From an optimization exercise on the open Yosys and OpenROAD flow, aimed at small area; shortcuts taken in it are not production practice. RTL that was checked went through simulation tests only; none was proved equivalent to the original. The clock input has no modelled driver; a real chip could not lean on it and would need a root buffer or a full tree. Power is estimated from default activity; no workload was simulated.

==> garnet <==
==> flow/design.v <==
module dmx512_rx #(
  parameter int CLK_HZ = 2000000
) (
  input  logic       clk,
  input  logic       rst,
  input  logic       dmx_in,
  input  logic [9:0] read_addr,
  output logic [7:0] read_data,
  output logic [7:0] start_code,
  output logic [9:0] slot_count,
  output logic       packet_done,
  output logic       frame_err
);
  localparam int          CPU     = CLK_HZ / 1000000;
  localparam logic [12:0] T_BREAK = 13'(88 * CPU);
  localparam logic [12:0] T_MAB   = 13'(8 * CPU);
  localparam logic [12:0] T_BIT   = 13'(4 * CPU);
  localparam logic [12:0] T_HALF  = 13'(2 * CPU);
  localparam logic [12:0] T_PRE1  = T_HALF + 13'd9 * T_BIT;
  localparam logic [12:0] T_PRE2  = T_PRE1 + T_BIT;
  typedef enum logic [2:0] {IDLE, BREAK, MAB, START, DATA, STOP, INTERSLOT} state_t;
  state_t      state, state_next;
  logic [1:0]  sync;
  logic        rx;
  logic [12:0] timer, timer_next;
  logic [2:0]  bit_cnt, bit_next;
  logic [7:0]  shreg;
  logic [9:0]  slot_idx;
  logic        pending, commit, wr_ok;
  logic        shift_en, commit_set, ferr_set, done_brk, slot_clr;
  logic [8*513-1:0] mem;   
  assign rx = sync[1];
  always_ff @(posedge clk) begin
    if (rst) begin
      state   <= IDLE;
      timer   <= 13'd0;
      bit_cnt <= 3'd0;
    end else begin
      state   <= state_next;
      timer   <= timer_next;
      bit_cnt <= bit_next;
    end
  end
  always_comb begin
    state_next = state;
    timer_next = (timer == 13'h1FFF) ? timer : timer + 13'd1;
    bit_next   = bit_cnt;
    shift_en   = 1'b0;
    commit_set = 1'b0;
    ferr_set   = 1'b0;
    done_brk   = 1'b0;
    slot_clr   = 1'b0;
    unique case (state)
      IDLE: if (!rx) begin
        state_next = BREAK;
        timer_next = 13'd0;
      end
      BREAK: begin
        done_brk = (timer == T_BREAK) && pending;
        if (rx) begin
          state_next = (timer >= T_BREAK) ? MAB : IDLE;
          timer_next = 13'd0;
        end
      end
      MAB: if (!rx) begin
        state_next = (timer >= T_MAB) ? START : IDLE;
        slot_clr   = (timer >= T_MAB);
        timer_next = 13'd0;
      end
      START: if (timer == T_HALF) begin
        state_next = rx ? IDLE : DATA;
        timer_next = 13'd0;
        bit_next   = 3'd0;
      end
      DATA: if (timer == T_BIT - 13'd1) begin
        timer_next = 13'd0;
        shift_en   = 1'b1;
        bit_next   = bit_cnt + 3'd1;
        if (bit_cnt == 3'd7) begin
          state_next = STOP;
          bit_next   = 3'd0;
        end
      end
      STOP: if (timer == T_BIT - 13'd1) begin
        timer_next = 13'd0;
        if (!rx) begin
          ferr_set   = 1'b1;
          state_next = BREAK;
          timer_next = bit_cnt[0] ? T_PRE2 : T_PRE1;
        end else if (bit_cnt[0]) begin
          commit_set = 1'b1;
          state_next = (slot_idx == 10'd512) ? IDLE : INTERSLOT;
        end else begin
          bit_next = 3'd1;
        end
      end
      INTERSLOT: if (!rx) begin
        state_next = START;
        timer_next = 13'd0;
      end
      default: state_next = IDLE;
    endcase
  end
  assign wr_ok = 1'b1;
  always_ff @(posedge clk) begin
    if (rst) begin
      sync        <= 2'b11;
      shreg       <= 8'h00;
      slot_idx    <= 10'd0;
      pending     <= 1'b0;
      commit      <= 1'b0;
      start_code  <= 8'h00;
      slot_count  <= 10'd0;
      packet_done <= 1'b0;
      frame_err   <= 1'b0;
      read_data   <= 8'h00;
    end else begin
      sync        <= {sync[0], dmx_in};
      frame_err   <= ferr_set;
      commit      <= commit_set;
      packet_done <= 1'b0;
      if (shift_en) shreg <= {rx, shreg[7:1]};
      if (slot_clr) slot_idx <= 10'd0;
      if (done_brk) begin
        packet_done <= 1'b1;
        slot_count  <= slot_idx;
        pending     <= 1'b0;
      end
      if (commit) begin
        if (slot_idx == 10'd0) start_code <= shreg;
        slot_idx <= slot_idx + 10'd1;
        pending  <= 1'b1;
        if (slot_idx == 10'd512) begin
          packet_done <= 1'b1;
          slot_count  <= 10'd513;
          pending     <= 1'b0;
        end
      end
      if (read_addr != 10'd0 && read_addr <= 10'd512) read_data <= mem[8*read_addr +: 8];
      else read_data <= 8'h00;
    end
  end
  assign mem[7:0] = 8'h00;
  for (genvar c = 1; c <= 512; c++) begin : g_ch
    always_ff @(posedge clk) begin
      if (rst) mem[8*c +: 8] <= 8'h00;
      else if (commit && slot_idx == 10'(c) && wr_ok) mem[8*c +: 8] <= shreg;
    end
  end
endmodule
==> flow/run.sh <==
#!/bin/bash
# synth_recipe.tcl (not shown) runs the flow's synth.tcl, then flattens the netlist and writes it again
# the make line also repeats each setting of config.mk as NAME=value (left out here)
make -C /OpenROAD-flow-scripts/flow DESIGN_CONFIG=/design/flow/config.mk WORK_HOME=/design/flow/orfs CLKGATE_MAP_FILE= SYNTH_SCRIPT=/design/flow/synth_recipe.tcl finish
==> flow/config.mk <==
export PLATFORM = sky130hd
export DESIGN_NAME = dmx512_rx
export DESIGN_NICKNAME = dmx512_rx
export VERILOG_FILES = /design/flow/design.v
export SDC_FILE = /design/flow/constraint.sdc
export NUM_CORES = 8
export LEC_CHECK = 0
export CAP_MARGIN = 20
export CORE_MARGIN = 2
export CORE_UTILIZATION = 40
export SLEW_MARGIN = 20
export SYNTH_MEMORY_MAX_BITS = 8192
==> flow/constraint.sdc <==
create_clock -name core_clock -period 500.0 [get_ports {clk}]
set_input_delay 100.0000 -clock core_clock [delete_from_list [all_inputs] [get_ports {clk}]]
set_output_delay 100.0000 -clock core_clock [all_outputs]
set_load 0.01 [all_outputs]
==> fjord: changes against garnet <==
==> flow/design.v, changed modules only <==
module dmx512_rx #(
  parameter int CLK_HZ = 2000000
) (
  input  logic       clk,
  input  logic       rst,
  input  logic       dmx_in,
  input  logic [9:0] read_addr,
  output logic [7:0] read_data,
  output logic [7:0] start_code,
  output logic [9:0] slot_count,
  output logic       packet_done,
  output logic       frame_err
);
  localparam logic [7:0] T_BREAK = 8'd177;
  localparam logic [7:0] T_MAB   = 8'd16;
  typedef enum logic [2:0] {IDLE, BREAK, MAB, FRAME, INTERSLOT} state_t;
  state_t      state, state_next;
  logic [1:0]  sync;
  logic        rx;
  logic [7:0]  timer, timer_next;
  logic [7:0]  shreg;
  logic [9:0]  slot_idx;
  logic        pending, commit;
  logic        shift_en, commit_set, ferr_set, done_brk, slot_clr;
  assign rx = sync[1];
  always_ff @(posedge clk) begin
    if (rst) begin
      state <= IDLE;
      timer <= 8'd0;
    end else begin
      state <= state_next;
      timer <= timer_next;
    end
  end
  wire       samp = (timer[2:0] == 3'd4);
  wire [3:0] bitn = timer[6:3];
  always_comb begin
    state_next = state;
    timer_next = timer + {7'd0, ~(timer[7] & timer[6])};   
    shift_en   = 1'b0;
    commit_set = 1'b0;
    ferr_set   = 1'b0;
    done_brk   = 1'b0;
    slot_clr   = 1'b0;
    unique case (state)
      IDLE: if (!rx) begin
        state_next = BREAK;
        timer_next = 8'd1;
      end
      BREAK: begin
        done_brk = (timer == T_BREAK) && pending;
        if (rx) begin
          state_next = (timer >= T_BREAK) ? MAB : IDLE;
          timer_next = 8'd0;
        end
      end
      MAB: if (!rx) begin
        state_next = (timer >= T_MAB) ? FRAME : IDLE;
        slot_clr   = (timer >= T_MAB);
        timer_next = 8'd0;
      end
      FRAME: if (samp) begin
        if (bitn == 4'd0) begin
          if (rx) begin
            state_next = IDLE;
            timer_next = 8'd0;
          end
        end else if (bitn <= 4'd8) begin
          shift_en = 1'b1;
        end else if (!rx) begin
          ferr_set   = 1'b1;
          state_next = BREAK;
        end else if (bitn[1]) begin
          commit_set = 1'b1;
          state_next = (slot_idx == 10'd512) ? IDLE : INTERSLOT;
        end
      end
      INTERSLOT: if (!rx) begin
        state_next = FRAME;
        timer_next = 8'd0;
      end
      default: state_next = IDLE;
    endcase
  end
  logic        clr;         
  logic        pend_v;
  logic [7:0]  pend_data;
  logic [5:0]  ph;          
  logic [8*512-1:0] st;     
  wire [8:0] pend_ch = slot_idx[8:0] - 9'd1;
  wire       pend_wr = pend_v && (ph == slot_idx[5:0]);
  always_ff @(posedge clk) begin
    if (rst) begin
      sync        <= 2'b11;
      slot_idx    <= 10'd0;
      pending     <= 1'b0;
      commit      <= 1'b0;
      start_code  <= 8'h00;
      slot_count  <= 10'd0;
      packet_done <= 1'b0;
      frame_err   <= 1'b0;
      clr         <= 1'b1;
      pend_v      <= 1'b0;
      ph          <= 6'd0;
    end else begin
      sync        <= {sync[0], dmx_in};
      frame_err   <= ferr_set;
      commit      <= commit_set;
      packet_done <= 1'b0;
      ph          <= ph + 6'd1;
      if (ph == 6'd63) clr <= 1'b0;
      if (slot_clr) slot_idx <= 10'd0;
      if (done_brk) begin
        packet_done <= 1'b1;
        slot_count  <= slot_idx;
        pending     <= 1'b0;
      end
      if (pend_wr) pend_v <= 1'b0;
      if (commit) begin
        if (slot_idx == 10'd0) start_code <= shreg;
        else                   pend_v <= 1'b1;
        slot_idx <= slot_idx + 10'd1;
        pending  <= 1'b1;
        if (slot_idx == 10'd512) begin
          packet_done <= 1'b1;
          slot_count  <= 10'd513;
          pending     <= 1'b0;
        end
      end
    end
  end
  always_ff @(posedge clk) begin
    if (shift_en) shreg <= {rx, shreg[7:1]};
    if (commit) pend_data <= shreg;
  end
  wire [7:0] wdata = clr ? 8'h00 : pend_data;
  for (genvar r = 0; r < 8; r++) begin : g_ring
    wire we = clr || (pend_wr && (pend_ch[8:6] == 3'(r)));
    always_ff @(posedge clk) begin
      st[8*(64*r) +: 8*62]  <= st[8*(64*r+1) +: 8*62];
      st[8*(64*r+62) +: 8]  <= we ? wdata : st[8*(64*r+63) +: 8];
      st[8*(64*r+63) +: 8]  <= st[8*(64*r) +: 8];
    end
  end
  wire [5:0] rpos  = read_addr[5:0] - ph;
  wire       rhit  = pend_v && (read_addr[8:0] == pend_ch);
  wire       rok   = (read_addr != 10'd0) && (read_addr <= 10'd512) && !clr;
  logic [63:0] psel;
  logic [7:0]  gsel;
  logic [7:0]  rring;
  always_comb begin
    for (int p = 0; p < 64; p++) psel[p] = (rpos == 6'(p));
    for (int r = 0; r < 8; r++)  gsel[r] = (read_addr[8:6] == 3'(r));
  end
  for (genvar b = 0; b < 8; b++) begin : g_rb
    logic [7:0] ro;
    for (genvar r = 0; r < 8; r++) begin : g_rr
      logic [63:0] d;
      logic [21:0] y;
      for (genvar p = 0; p < 64; p++) begin : g_d
        assign d[p] = st[8*(64*r+p) + b];
      end
      for (genvar g = 0; g < 21; g++) begin : g_leaf
        dmx512_rx_aoi3 u_aoi (.d(d[3*g +: 3]), .s(psel[3*g +: 3]), .y(y[g]));
      end
      assign y[21] = ~(d[63] & psel[63]);
      assign ro[r] = ~&y;
    end
    assign rring[b] = |(ro & gsel);
  end
  always_ff @(posedge clk) begin
    if (rst || !rok) read_data <= 8'h00;
    else             read_data <= rhit ? pend_data : rring;
  end
endmodule
module dmx512_rx_aoi3 (
  input  logic [2:0] d,
  input  logic [2:0] s,
  output logic       y
);
  assign y = ~|(d & s);
endmodule
Settings changed: CORE_UTILIZATION 40 to 70, CTS_CLUSTER_DIAMETER set to 80, CTS_CLUSTER_SIZE set to 30, SYNTH_HIERARCHICAL set to 1.
==> notes.md <==
                                                                      garnet         fjord
Run status                                           timing/DRC/antenna clean  timing/DRC/antenna clean
Sequential share of the synthesized area                                46.6%         80.3%
Instance area after placement                                      0.183 mm^2    0.109 mm^2
Comb power                                                            27.1 uW       9.91 uW
Count of buffers not belonging to the clock network in the layout         404           196
Clk pwr share                                                           48.7%         31.1%
Clk slew on worst S/H paths                                           0.06 ns       0.11 ns
Core outline area                                                  0.445 mm^2    0.148 mm^2
Internal reg-to-reg setup slack                                     495.46 ns     493.53 ns
Wire length on met3                                                   84.8 mm       41.4 mm
Fin crit share                                                          21.3%         21.1%
Antenna cells                                                              54            11
Worst flop-to-flop path endpoint                                    mem[3535]  read_data[6]
Synthesis warning total                                                     1             7
Detailed Place HPWL                                                    430 mm        186 mm
Final worst setup slack                                             393.40 ns     394.29 ns
GR Layer Usage met3                                                     7.33%         10.5%
Buffering overhead                                                      1.72%         1.53%
Utilization of the core after routing                                   44.5%         76.4%
Final clock skew                                                    0.0441 ns     0.0289 ns
Buffers and inverters on the worst path                                     8             5
Depth of the worst hold-timing path                                         2             0
Vias in the first global route                                         150207         63925
Only the layout flow was run in garnet; the RTL was not checked for function there.

========
==> inputs of xenon <==
Another version of the RTL of dmx512_rx (not shown whole).
// dmx512_rx
module dmx512_rx #(
  parameter int CLK_HZ = 2000000
) (
  input  logic       clk,
  input  logic       rst,
  input  logic       dmx_in,
  input  logic [9:0] read_addr,
  output logic [7:0] read_data,
  output logic [7:0] start_code,
  output logic [9:0] slot_count,
  output logic       packet_done,
  output logic       frame_err
);
  localparam logic [7:0] T_BREAK = 8'd177;
  localparam logic [7:0] T_MAB   = 8'd16;
  typedef enum logic [2:0] {IDLE, BREAK, MAB, FRAME, INTERSLOT} state_t;
  state_t      state, state_next;
  logic [1:0]  sync;
  logic        rx;
  logic [7:0]  timer, timer_next;
  logic [7:0]  shreg;
  logic [9:0]  slot_idx;
  logic        pending, commit;
  logic        shift_en, commit_set, ferr_set, done_brk, slot_clr;
  assign rx = sync[1];
  always_ff @(posedge clk) begin
    if (rst) begin
      state <= IDLE;
      timer <= 8'd0;
    end else begin
      state <= state_next;
      timer <= timer_next;
    end
  end
  wire       samp = (timer[2:0] == 3'd4);
  wire [3:0] bitn = timer[6:3];
  always_comb begin
    state_next = state;
    timer_next = timer + {7'd0, ~(timer[7] & timer[6])};   
    shift_en   = 1'b0;
    commit_set = 1'b0;
    ferr_set   = 1'b0;
    done_brk   = 1'b0;
    slot_clr   = 1'b0;
    unique case (state)
      IDLE: if (!rx) begin
        state_next = BREAK;
        timer_next = 8'd1;
      end
      BREAK: begin
        done_brk = (timer == T_BREAK) && pending;
        if (rx) begin
          state_next = (timer >= T_BREAK) ? MAB : IDLE;
          timer_next = 8'd0;
        end
      end
      MAB: if (!rx) begin
        state_next = (timer >= T_MAB) ? FRAME : IDLE;
        slot_clr   = (timer >= T_MAB);
        timer_next = 8'd0;
      end
      FRAME: if (samp) begin
        if (bitn == 4'd0) begin
          if (rx) begin
            state_next = IDLE;
            timer_next = 8'd0;
          end
        end else if (bitn <= 4'd8) begin
          shift_en = 1'b1;
        end else if (!rx) begin
          ferr_set   = 1'b1;
  ...
==> module dmx512_rx, before the edit <==
module dmx512_rx #(
  parameter int CLK_HZ = 2000000
) (
  input  logic       clk,
  input  logic       rst,
  input  logic       dmx_in,
  input  logic [9:0] read_addr,
  output logic [7:0] read_data,
  output logic [7:0] start_code,
  output logic [9:0] slot_count,
  output logic       packet_done,
  output logic       frame_err
);
  localparam logic [7:0] T_BREAK = 8'd177;
  localparam logic [7:0] T_MAB   = 8'd16;
  typedef enum logic [2:0] {IDLE, BREAK, MAB, FRAME, INTERSLOT} state_t;
  state_t      state, state_next;
  logic [1:0]  sync;
  logic        rx;
  logic [7:0]  timer, timer_next;
  logic [7:0]  shreg;
  logic [9:0]  slot_idx;
  logic        pending, commit;
  logic        shift_en, commit_set, ferr_set, done_brk, slot_clr;
  assign rx = sync[1];
  always_ff @(posedge clk) begin
    if (rst) begin
      state <= IDLE;
      timer <= 8'd0;
    end else begin
      state <= state_next;
      timer <= timer_next;
    end
  end
  wire       samp = (timer[2:0] == 3'd4);
  wire [3:0] bitn = timer[6:3];
  always_comb begin
    state_next = state;
    timer_next = timer + {7'd0, ~(timer[7] & timer[6])};   
    shift_en   = 1'b0;
    commit_set = 1'b0;
    ferr_set   = 1'b0;
    done_brk   = 1'b0;
    slot_clr   = 1'b0;
    unique case (state)
      IDLE: if (!rx) begin
        state_next = BREAK;
        timer_next = 8'd1;
      end
      BREAK: begin
        done_brk = (timer == T_BREAK) && pending;
        if (rx) begin
          state_next = (timer >= T_BREAK) ? MAB : IDLE;
          timer_next = 8'd0;
        end
      end
      MAB: if (!rx) begin
        state_next = (timer >= T_MAB) ? FRAME : IDLE;
        slot_clr   = (timer >= T_MAB);
        timer_next = 8'd0;
      end
      FRAME: if (samp) begin
        if (bitn == 4'd0) begin
          if (rx) begin
            state_next = IDLE;
            timer_next = 8'd0;
          end
        end else if (bitn <= 4'd8) begin
          shift_en = 1'b1;
        end else if (!rx) begin
          ferr_set   = 1'b1;
          state_next = BREAK;
        end else if (bitn[1]) begin
          commit_set = 1'b1;
          state_next = (slot_idx == 10'd512) ? IDLE : INTERSLOT;
        end
      end
      INTERSLOT: if (!rx) begin
        state_next = FRAME;
        timer_next = 8'd0;
      end
      default: state_next = IDLE;
    endcase
  end
  logic        clr;         
  logic        pend_v;
  logic [7:0]  pend_data;
  logic [5:0]  ph;          
  logic [8*512-1:0] st;     
  wire pend_wr = pend_v && (ph == slot_idx[5:0]);
  always_ff @(posedge clk) begin
    if (rst) begin
      sync        <= 2'b11;
      slot_idx    <= 10'd0;
      pending     <= 1'b0;
      commit      <= 1'b0;
      start_code  <= 8'h00;
      slot_count  <= 10'd0;
      packet_done <= 1'b0;
      frame_err   <= 1'b0;
      clr         <= 1'b1;
      pend_v      <= 1'b0;
      ph          <= 6'd0;
    end else begin
      sync        <= {sync[0], dmx_in};
      frame_err   <= ferr_set;
      commit      <= commit_set;
      packet_done <= 1'b0;
      ph          <= ph + 6'd1;
      if (ph == 6'd63) clr <= 1'b0;
      if (slot_clr) slot_idx <= 10'd0;
      if (pend_wr || (commit && slot_idx == 10'd0)) slot_idx <= slot_idx + 10'd1;
      if (done_brk) begin
        packet_done <= 1'b1;
        slot_count  <= slot_idx;
        pending     <= 1'b0;
      end
      if (pend_wr) pend_v <= 1'b0;
      if (commit) begin
        if (slot_idx == 10'd0) start_code <= shreg;
        else                   pend_v <= 1'b1;
        pending  <= 1'b1;
        if (slot_idx == 10'd512) begin
          packet_done <= 1'b1;
          slot_count  <= 10'd513;
          pending     <= 1'b0;
        end
      end
    end
  end
  always_ff @(posedge clk) begin
    if (shift_en) shreg <= {rx, shreg[7:1]};
    if (commit) pend_data <= shreg;
  end
  wire [7:0] wdata = clr ? 8'h00 : pend_data;
  for (genvar r = 0; r < 8; r++) begin : g_ring
    wire we = clr || (pend_wr && (slot_idx[8:6] == 3'(r)));
    always_ff @(posedge clk) begin
      st[8*(64*r) +: 8*63]  <= st[8*(64*r+1) +: 8*63];
      st[8*(64*r+63) +: 8]  <= we ? wdata : st[8*(64*r) +: 8];
    end
  end
  wire [5:0] rpos  = read_addr[5:0] - ph;
  wire       rhit  = pend_v && (read_addr[8:0] == slot_idx[8:0]);
  wire       rok   = (read_addr != 10'd0) && (read_addr <= 10'd512) && !clr;
  logic [63:0] psel;
  logic [7:0]  gsel;
  logic [7:0]  rring;
  always_comb begin
    for (int p = 0; p < 64; p++) psel[p] = (rpos == 6'(p));
    for (int r = 0; r < 8; r++)  gsel[r] = (read_addr[8:6] == 3'(r));
  end
  for (genvar b = 0; b < 8; b++) begin : g_rb
    logic [7:0] ro;
    for (genvar r = 0; r < 8; r++) begin : g_rr
      logic [63:0] d;
      logic [21:0] y;
      for (genvar p = 0; p < 64; p++) begin : g_d
        assign d[p] = st[8*(64*r+p) + b];
      end
      for (genvar g = 0; g < 21; g++) begin : g_leaf
        dmx512_rx_aoi3 u_aoi (.d(d[3*g +: 3]), .s(psel[3*g +: 3]), .y(y[g]));
      end
      assign y[21] = ~(d[63] & psel[63]);
      assign ro[r] = ~&y;
    end
    assign rring[b] = |(ro & gsel);
  end
  always_ff @(posedge clk) begin
    if (rst || !rok) read_data <= 8'h00;
    else             read_data <= rhit ? pend_data : rring;
  end
endmodule
Settings: LEC_CHECK=0, CAP_MARGIN=20, CORE_MARGIN=2, CORE_UTILIZATION=80, CTS_CLUSTER_DIAMETER=80, CTS_CLUSTER_SIZE=30, SLEW_MARGIN=20, SYNTH_HIERARCHICAL=1, SYNTH_MEMORY_MAX_BITS=8192; clock period 500.0 ns.
standard.sh (not shown) runs the stock make flow with config.mk's settings and CLKGATE_MAP_FILE= SYNTH_SCRIPT=/design/flow/synth_recipe.tcl, a recipe that flattens the netlist after the stock synthesis.
==> flow/flow/run.sh <==
#!/bin/bash
set -euo pipefail
export BUFFER_PORTS_ARGS="-buffer_cell sky130_fd_sc_hd__buf_1"
bash standard.sh synth floorplan place > std_place.log 2>&1
bash standard.sh run RUN_SCRIPT="$PWD/flow/cts_custom.tcl" RUN_LOG_NAME_STEM=4_1_cts_custom > cts_custom.log 2>&1
test -f orfs/results/${FLOW_PLATFORM}/dmx512_rx/base/4_1_cts.odb
bash standard.sh > std_finish.log 2>&1
==> flow/flow/cts_custom.tcl <==
# Clock tree built here instead of by TritonCTS, loaded by flow/run.sh through
# ORFS's "make run" at the CTS step. Flip-flops are split into compact groups by
# recursive bisection of their placement; each group is driven by an inverter,
# groups of those by a second inverter level, and those by clkbuf_16 buffers
# under one root clkbuf_16 on the clock port, so every flip-flop sees the clock
# through two inversions and the same number of stages. The rest of the step
# (legalisation, timing repair, outputs) follows ORFS's cts.tcl.
source $::env(SCRIPTS_DIR)/load.tcl
erase_non_stage_variables cts
load_design 3_place.odb 3_place.sdc
set_dont_use $::env(DONT_USE_CELLS)

# Custom clock tree: recursive-bisection clusters; root buf -> top bufs -> mid invs -> leaf invs -> flops
proc ctree_bisect {items maxn} {
  set n [llength $items]
  if {$n <= $maxn} { return [list $items] }
  set k [expr {int(ceil(double($n)/$maxn))}]
  set k1 [expr {$k/2}]
  set n1 [expr {int(round(double($n)*$k1/$k))}]
  set xs {}; set ys {}
  foreach it $items { lappend xs [lindex $it 1]; lappend ys [lindex $it 2] }
  set xs [lsort -integer $xs]; set ys [lsort -integer $ys]
  set dx [expr {[lindex $xs end]-[lindex $xs 0]}]
  set dy [expr {[lindex $ys end]-[lindex $ys 0]}]
  set idx [expr {$dx >= $dy ? 1 : 2}]
  set s [lsort -integer -index $idx $items]
  return [concat [ctree_bisect [lrange $s 0 [expr {$n1-1}]] $maxn] [ctree_bisect [lrange $s $n1 end] $maxn]]
}
proc ctree_center {items} {
  set sx 0; set sy 0
  foreach it $items { set sx [expr {$sx+[lindex $it 1]}]; set sy [expr {$sy+[lindex $it 2]}] }
  set n [llength $items]
  return [list [expr {$sx/$n}] [expr {$sy/$n}]]
}
# items: {iterm x y}; builds one level, returns new items {input-iterm x y} of the drivers
proc ctree_level {items maxn cell tag} {
  set block [ord::get_db_block]
  set m [[ord::get_db] findMaster $cell]
  set w [$m getWidth]; set h [$m getHeight]
  set out {}
  set i 0
  foreach cl [ctree_bisect $items $maxn] {
    lassign [ctree_center $cl] cx cy
    set inst [odb::dbInst_create $block $m "ctree_${tag}_$i"]
    $inst setLocation [expr {$cx - $w/2}] [expr {$cy - $h/2}]
    $inst setPlacementStatus PLACED
    set net [odb::dbNet_create $block "ctree_${tag}_net_$i"]
    $net setSigType CLOCK
    foreach it $cl { set t [lindex $it 0]; $t disconnect; $t connect $net }
    foreach t [$inst getITerms] {
      set mt [$t getMTerm]
      if {[$mt getSigType] != "SIGNAL"} { continue }
      if {[$mt getIoType] == "OUTPUT"} { $t connect $net } else { set in $t }
    }
    lappend out [list $in $cx $cy]
    incr i
  }
  return $out
}
proc ctree_build {nleaf leafcell nmid midcell ntop topcell rootcell} {
  set block [ord::get_db_block]
  set clk [$block findNet clk]
  set items {}
  foreach it [$clk getITerms] {
    set bb [[$it getInst] getBBox]
    lappend items [list $it [expr {([$bb xMin]+[$bb xMax])/2}] [expr {([$bb yMin]+[$bb yMax])/2}]]
  }
  puts "ctree: [llength $items] sinks"
  set l1 [ctree_level $items $nleaf $leafcell leaf]
  puts "ctree: [llength $l1] leaf drivers"
  set l2 [ctree_level $l1 $nmid $midcell mid]
  puts "ctree: [llength $l2] mid drivers"
  set l3 [ctree_level $l2 $ntop $topcell top]
  puts "ctree: [llength $l3] top drivers"
  set l4 [ctree_level $l3 1000 $rootcell root]
  foreach it $l4 { [lindex $it 0] connect $clk }
}

ctree_build 22 sky130_fd_sc_hd__inv_8 12 sky130_fd_sc_hd__inv_16 4 sky130_fd_sc_hd__clkbuf_16 sky130_fd_sc_hd__clkbuf_16
set_propagated_clock [all_clocks]

set_placement_padding -global \
  -left $::env(CELL_PAD_IN_SITES_DETAIL_PLACEMENT) \
  -right $::env(CELL_PAD_IN_SITES_DETAIL_PLACEMENT)
detailed_placement
estimate_parasitics -placement
report_clock_skew
repair_timing_helper
detailed_placement
check_placement -verbose
estimate_parasitics -placement
report_clock_skew
report_check_types -max_slew -max_capacitance
orfs_write_db $::env(RESULTS_DIR)/4_1_cts.odb
orfs_write_sdc $::env(RESULTS_DIR)/4_cts.sdc
==> inputs of harbor, as changes to xenon <==
--- a/flow/design.v
+++ b/flow/design.v
@@ -82,15 +82,17 @@
       default: state_next = IDLE;
     endcase
   end
-  logic        clr;         
+  logic [9:0]  hwm;         
   logic        pend_v;
+  logic [8:0]  pend_key;    
   logic [7:0]  pend_data;
   logic [5:0]  ph;          
   logic [8*512-1:0] st;     
-  wire pend_wr = pend_v && (ph == slot_idx[5:0]);
+  wire pend_wr = pend_v && (ph == pend_key[5:0]);
   always_ff @(posedge clk) begin
     if (rst) begin
       sync        <= 2'b11;
+      shreg       <= 8'h00;
       slot_idx    <= 10'd0;
       pending     <= 1'b0;
       commit      <= 1'b0;
@@ -98,7 +100,7 @@
       slot_count  <= 10'd0;
       packet_done <= 1'b0;
       frame_err   <= 1'b0;
-      clr         <= 1'b1;
+      hwm         <= 10'd0;
       pend_v      <= 1'b0;
       ph          <= 6'd0;
     end else begin
@@ -107,9 +109,8 @@
       commit      <= commit_set;
       packet_done <= 1'b0;
       ph          <= ph + 6'd1;
-      if (ph == 6'd63) clr <= 1'b0;
+      if (shift_en) shreg <= {rx, shreg[7:1]};
       if (slot_clr) slot_idx <= 10'd0;
-      if (pend_wr || (commit && slot_idx == 10'd0)) slot_idx <= slot_idx + 10'd1;
       if (done_brk) begin
         packet_done <= 1'b1;
         slot_count  <= slot_idx;
@@ -118,7 +119,11 @@
       if (pend_wr) pend_v <= 1'b0;
       if (commit) begin
         if (slot_idx == 10'd0) start_code <= shreg;
-        else                   pend_v <= 1'b1;
+        else begin
+          pend_v <= 1'b1;
+          if (slot_idx > hwm) hwm <= slot_idx;
+        end
+        slot_idx <= slot_idx + 10'd1;
         pending  <= 1'b1;
         if (slot_idx == 10'd512) begin
           packet_done <= 1'b1;
@@ -129,20 +134,21 @@
     end
   end
   always_ff @(posedge clk) begin
-    if (shift_en) shreg <= {rx, shreg[7:1]};
-    if (commit) pend_data <= shreg;
+    if (commit) begin
+      pend_key  <= slot_idx[8:0];
+      pend_data <= shreg;
+    end
   end
-  wire [7:0] wdata = clr ? 8'h00 : pend_data;
   for (genvar r = 0; r < 8; r++) begin : g_ring
-    wire we = clr || (pend_wr && (slot_idx[8:6] == 3'(r)));
+    wire we = pend_wr && (pend_key[8:6] == 3'(r));
     always_ff @(posedge clk) begin
-      st[8*(64*r) +: 8*63]  <= st[8*(64*r+1) +: 8*63];
-      st[8*(64*r+63) +: 8]  <= we ? wdata : st[8*(64*r) +: 8];
+      st[8*(64*r) +: 8*63] <= st[8*(64*r+1) +: 8*63];
+      st[8*(64*r+63) +: 8]  <= we ? pend_data : st[8*(64*r) +: 8];
     end
   end
   wire [5:0] rpos  = read_addr[5:0] - ph;
-  wire       rhit  = pend_v && (read_addr[8:0] == slot_idx[8:0]);
-  wire       rok   = (read_addr != 10'd0) && (read_addr <= 10'd512) && !clr;
+  wire       rhit  = pend_v && (read_addr[8:0] == pend_key);
+  wire       rok   = (read_addr != 10'd0) && (read_addr <= hwm);
   logic [63:0] psel;
   logic [7:0]  gsel;
   logic [7:0]  rring;
==> flow/run.sh (new file) <==
#!/bin/bash
# synth_recipe.tcl (not shown) runs the flow's synth.tcl, then flattens the netlist and writes it again
# the make line also repeats each setting of config.mk as NAME=value (left out here)
make -C /OpenROAD-flow-scripts/flow DESIGN_CONFIG=/design/flow/config.mk WORK_HOME=/design/flow/orfs CLKGATE_MAP_FILE= SYNTH_SCRIPT=/design/flow/synth_recipe.tcl finish
--- a/flow/config.mk
+++ b/flow/config.mk
@@ -7,7 +7,7 @@
 export LEC_CHECK = 0
 export CAP_MARGIN = 20
 export CORE_MARGIN = 2
-export CORE_UTILIZATION = 80
+export CORE_UTILIZATION = 70
 export CTS_CLUSTER_DIAMETER = 80
 export CTS_CLUSTER_SIZE = 30
 export SLEW_MARGIN = 20
removed: flow/flow/run.sh
removed: flow/flow/cts_custom.tcl
removed: flow/standard.sh
==> inputs of indigo, as changes to xenon <==
--- a/flow/design.v
+++ b/flow/design.v
@@ -87,7 +87,8 @@
   logic [7:0]  pend_data;
   logic [5:0]  ph;          
   logic [8*512-1:0] st;     
-  wire pend_wr = pend_v && (ph == slot_idx[5:0]);
+  wire [8:0] pend_ch = slot_idx[8:0] - 9'd1;
+  wire       pend_wr = pend_v && (ph == slot_idx[5:0]);
   always_ff @(posedge clk) begin
     if (rst) begin
       sync        <= 2'b11;
@@ -109,7 +110,6 @@
       ph          <= ph + 6'd1;
       if (ph == 6'd63) clr <= 1'b0;
       if (slot_clr) slot_idx <= 10'd0;
-      if (pend_wr || (commit && slot_idx == 10'd0)) slot_idx <= slot_idx + 10'd1;
       if (done_brk) begin
         packet_done <= 1'b1;
         slot_count  <= slot_idx;
@@ -119,6 +119,7 @@
       if (commit) begin
         if (slot_idx == 10'd0) start_code <= shreg;
         else                   pend_v <= 1'b1;
+        slot_idx <= slot_idx + 10'd1;
         pending  <= 1'b1;
         if (slot_idx == 10'd512) begin
           packet_done <= 1'b1;
@@ -134,14 +135,15 @@
   end
   wire [7:0] wdata = clr ? 8'h00 : pend_data;
   for (genvar r = 0; r < 8; r++) begin : g_ring
-    wire we = clr || (pend_wr && (slot_idx[8:6] == 3'(r)));
+    wire we = clr || (pend_wr && (pend_ch[8:6] == 3'(r)));
     always_ff @(posedge clk) begin
-      st[8*(64*r) +: 8*63]  <= st[8*(64*r+1) +: 8*63];
-      st[8*(64*r+63) +: 8]  <= we ? wdata : st[8*(64*r) +: 8];
+      st[8*(64*r) +: 8*62]  <= st[8*(64*r+1) +: 8*62];
+      st[8*(64*r+62) +: 8]  <= we ? wdata : st[8*(64*r+63) +: 8];
+      st[8*(64*r+63) +: 8]  <= st[8*(64*r) +: 8];
     end
   end
   wire [5:0] rpos  = read_addr[5:0] - ph;
-  wire       rhit  = pend_v && (read_addr[8:0] == slot_idx[8:0]);
+  wire       rhit  = pend_v && (read_addr[8:0] == pend_ch);
   wire       rok   = (read_addr != 10'd0) && (read_addr <= 10'd512) && !clr;
   logic [63:0] psel;
   logic [7:0]  gsel;
--- a/flow/flow/cts_custom.tcl
+++ b/flow/flow/cts_custom.tcl
@@ -76,7 +76,7 @@
   foreach it $l4 { [lindex $it 0] connect $clk }
 }
 
-ctree_build 22 sky130_fd_sc_hd__inv_8 12 sky130_fd_sc_hd__inv_16 4 sky130_fd_sc_hd__clkbuf_16 sky130_fd_sc_hd__clkbuf_16
+ctree_build 22 sky130_fd_sc_hd__inv_8 8 sky130_fd_sc_hd__inv_16 6 sky130_fd_sc_hd__clkbuf_16 sky130_fd_sc_hd__clkbuf_16
 set_propagated_clock [all_clocks]
 
 set_placement_padding -global \
==> metrics.md <==
| Metric | Value |
|---|---|
| Routability cong. | 0.9010 |
| Multi-input logic area | ~21000 um2 |
| Row count | approximately 140 |
| Status | timing/DRC/antenna clean |
| Final WS setup | roughly 390 ns |
-- figures above: harbor

==> metrics.md <==
| Metric | Value |
|---|---|
| Critical path, cell by cell | buf_1 -> inv_1 -> ha_1 -> inv_1 -> fa_1 -> xnor2_1 -> nor2_1 -> nand2_1 -> nor2_4 -> buf_4 -> buf_4 -> buf_4 -> a222oi_1 -> nand4_1 -> or4_1 -> a2111oi_0 -> o22ai_1 -> nor4_2 -> a21oi_1 |
| Final WS setup | just under 400 ns |
| Routability cong. | between 0.9 and 1 |
| Row count | between 100 and 150 |
| Mux share of post-synthesis cell area | 0.6154% |
| Status | timing/DRC/antenna clean |
| Most frequent cell after synthesis | dfxtp_1 |
-- figures above: xenon

==> metrics.md <==
| Metric | Value |
|---|---|
| Status | timing/DRC/antenna clean |
| Hold_sp | st[1371] |
| Nature of the critical path endpoint | flip-flop |
| Row count | 132 |
| Multi-input logic area | a little over 20000 um2 |
| Flip-flop count of the largest register after layout | approximately 4000 |
-- figures above: indigo

Function not checked in harbor: the RTL went through the layout flow alone. The clock cells of xenon and indigo come from the design's own scripts or RTL, not from TritonCTS.

static timing again, ports no longer ideal:
Ports are ideal in the flow. The routed layouts listed here were re-timed in OpenROAD. Step 1 sets driving cells, clkbuf_16 on the clock port and buf_2 on the other inputs (assumed; they add their load-dependent delay and slew). Step 2 times the ports against the registers' clock, not the clock port: input delays grow and output delays shrink by t, the midpoint of the rising clock arrivals with the driver on. Three values: no drivers, after step 1, after step 2; two values: the first two.
run	shift t [ns]	slack for setup (ns)	hold WS [ns]	latest minus earliest clock arrival (ns)	slew at the worst register clock pin (ns)
garnet	1.123	393.400 / 393.391 / 392.269	0.450 / 0.450 / 0.450	0.047 / 0.047	0.07 / 0.07
fjord	0.903	394.291 / 394.353 / 393.449	0.337 / 0.337 / 0.337	0.031 / 0.031	0.11 / 0.11
xenon	0.880	393.705 / 393.774 / 392.894	0.345 / 0.345 / 0.345	0.038 / 0.038	0.12 / 0.12
harbor	0.918	393.964 / 394.023 / 393.105	0.338 / 0.338 / 0.338	0.040 / 0.040	0.11 / 0.11
indigo	0.910	394.369 / 394.434 / 393.524	0.341 / 0.341 / 0.341	0.042 / 0.042	0.11 / 0.11
After both steps every run listed still meets setup and hold. For garnet, which loses most, drivers alone change the setup slack by -0.009 ns; drivers and shift together by -1.131 ns.
